What follows belongs to an exercise in optimizing a design on an open flow for small area; a production flow would make more cautious choices. Only simulation tests tie the RTL to the original design; equivalence was not proved. Power is estimated from default activity; no workload was simulated.

## rev 12
==> flow/design.v <==
module cam #(
    parameter int DATA_WIDTH  = 32,
    parameter int DEPTH       = 32,
    parameter int INDEX_WIDTH = 5
) (
    input  logic                   clk,
    input  logic                   reset,
    input  logic                   read,
    input  logic [INDEX_WIDTH-1:0] read_index,
    input  logic                   write,
    input  logic [INDEX_WIDTH-1:0] write_index,
    input  logic [DATA_WIDTH-1:0]  write_data,
    input  logic                   search,
    input  logic [DATA_WIDTH-1:0]  search_data,
    output logic                   read_valid,
    output logic [DATA_WIDTH-1:0]  read_value,
    output logic                   search_valid,
    output logic [INDEX_WIDTH-1:0] search_index
);
    logic [DATA_WIDTH-1:0] entry_data [DEPTH];
    logic [DEPTH-1:0]      entry_valid;
    logic [DEPTH-1:0]      match;
    logic [DEPTH-1:0]      rsel;
    always_ff @(posedge clk) begin
        if (!reset)
            entry_valid <= '0;
        else if (write)
            entry_valid[write_index] <= 1'b1;
    end
    always_ff @(posedge clk) begin
        if (write)
            entry_data[write_index] <= write_data;
    end
    always_comb begin
        for (int i = 0; i < DEPTH; i++)
            rsel[i] = read && (read_index == INDEX_WIDTH'(i)) && entry_valid[i];
        read_valid = |rsel;
        read_value = '0;
        for (int i = 0; i < DEPTH; i++)
            read_value = read_value | ({DATA_WIDTH{rsel[i]}} & entry_data[i]);
    end
    always_comb begin
        for (int i = 0; i < DEPTH; i++)
            match[i] = entry_valid[i] && (entry_data[i] == search_data);
    end
    always_comb begin
        search_valid = 1'b0;
        search_index = '0;
        if (search) begin
            for (int i = DEPTH - 1; i >= 0; i--) begin
                if (match[i]) begin
                    search_valid = 1'b1;
                    search_index = INDEX_WIDTH'(i);
                end
            end
        end
    end
endmodule
Settings: LEC_CHECK=0, CAP_MARGIN=20, CORE_MARGIN=2, CORE_UTILIZATION=40, SETUP_SLACK_MARGIN=0.2, SLEW_MARGIN=20; clock period 8.0 ns.
run.sh (not shown) runs the stock make flow with config.mk's settings and CLKGATE_MAP_FILE= SYNTH_SCRIPT=/design/flow/synth_recipe.tcl, a recipe that flattens the netlist after the stock synthesis.
diff inputs: rev 12 => rev 13
==> flow/design.v <==
module cam #(
    parameter int DATA_WIDTH  = 32,
    parameter int DEPTH       = 32,
    parameter int INDEX_WIDTH = 5
) (
    input  logic                   clk,
    input  logic                   reset,
    input  logic                   read,
    input  logic [INDEX_WIDTH-1:0] read_index,
    input  logic                   write,
    input  logic [INDEX_WIDTH-1:0] write_index,
    input  logic [DATA_WIDTH-1:0]  write_data,
    input  logic                   search,
    input  logic [DATA_WIDTH-1:0]  search_data,
    output logic                   read_valid,
    output logic [DATA_WIDTH-1:0]  read_value,
    output logic                   search_valid,
    output logic [INDEX_WIDTH-1:0] search_index
);
    logic [DATA_WIDTH-1:0] entry_data [DEPTH];
    logic [DEPTH-1:0]      entry_valid;
    logic [DEPTH-1:0]      match;
    always_ff @(posedge clk) begin
        if (!reset) begin
            entry_valid <= '0;
            for (int i = 0; i < DEPTH; i++) begin
                entry_data[i] <= '0;
            end
        end else if (write) begin
            entry_data[write_index]  <= write_data;
            entry_valid[write_index] <= 1'b1;
        end
    end
    always_comb begin
        read_valid = 1'b0;
        read_value = '0;
        if (read) begin
            read_valid = entry_valid[read_index];
            if (entry_valid[read_index]) begin
                read_value = entry_data[read_index];
            end
        end
    end
    always_comb begin
        match = '0;
        for (int i = 0; i < DEPTH; i++) begin
            match[i] = entry_valid[i] && (entry_data[i] == search_data);
        end
    end
    always_comb begin
        search_valid = 1'b0;
        search_index = '0;
        if (search) begin
            for (int i = DEPTH - 1; i >= 0; i--) begin
                if (match[i]) begin
                    search_valid = 1'b1;
                    search_index = INDEX_WIDTH'(i);
                end
            end
        end
    end
endmodule
[summary]
Between rev 12 and rev 13, the longest individual stage delay on the worst path is higher for rev 13. Side by side, share of power burned in the clock network turned out lower in rev 13 than in rev 12. Basic-gate share of the synthesized area counting and, or, nand and nor cells was lower in the run labelled rev 12. Share of total power in combinational logic: higher on rev 13. Rev 13 packs its core looser than rev 12.

afterwards: timing with drivers on the ports:
The flow's constraints put no driver on any port. The routed layouts listed below were extracted and timed again, unchanged, in two steps.
Step 1 (the two cells are an assumption about what drives the block):
set clk [get_ports {clk}]
set_driving_cell -lib_cell sky130_fd_sc_hd__clkbuf_16 $clk
set_driving_cell -lib_cell sky130_fd_sc_hd__buf_2 [delete_from_list [all_inputs] $clk]
Step 2 times the ports against the registers' clock, not the clock port: input delays grow and output delays shrink by t, the midpoint of the rising clock arrivals with the driver on.
Three values: no drivers, after step 1, after step 2; two values: the first two.
run	shift t [ns]	setup slack, ns	worst setup path after step 2
rev 12	0.868	0.135 / 0.110 / 0.110	input to output
rev 13	0.823	0.310 / 0.264 / 0.264	input to output
After both steps every run listed still meets setup and hold. For rev 13, which loses most, drivers alone change the setup slack by -0.046 ns; drivers and shift together by -0.046 ns.
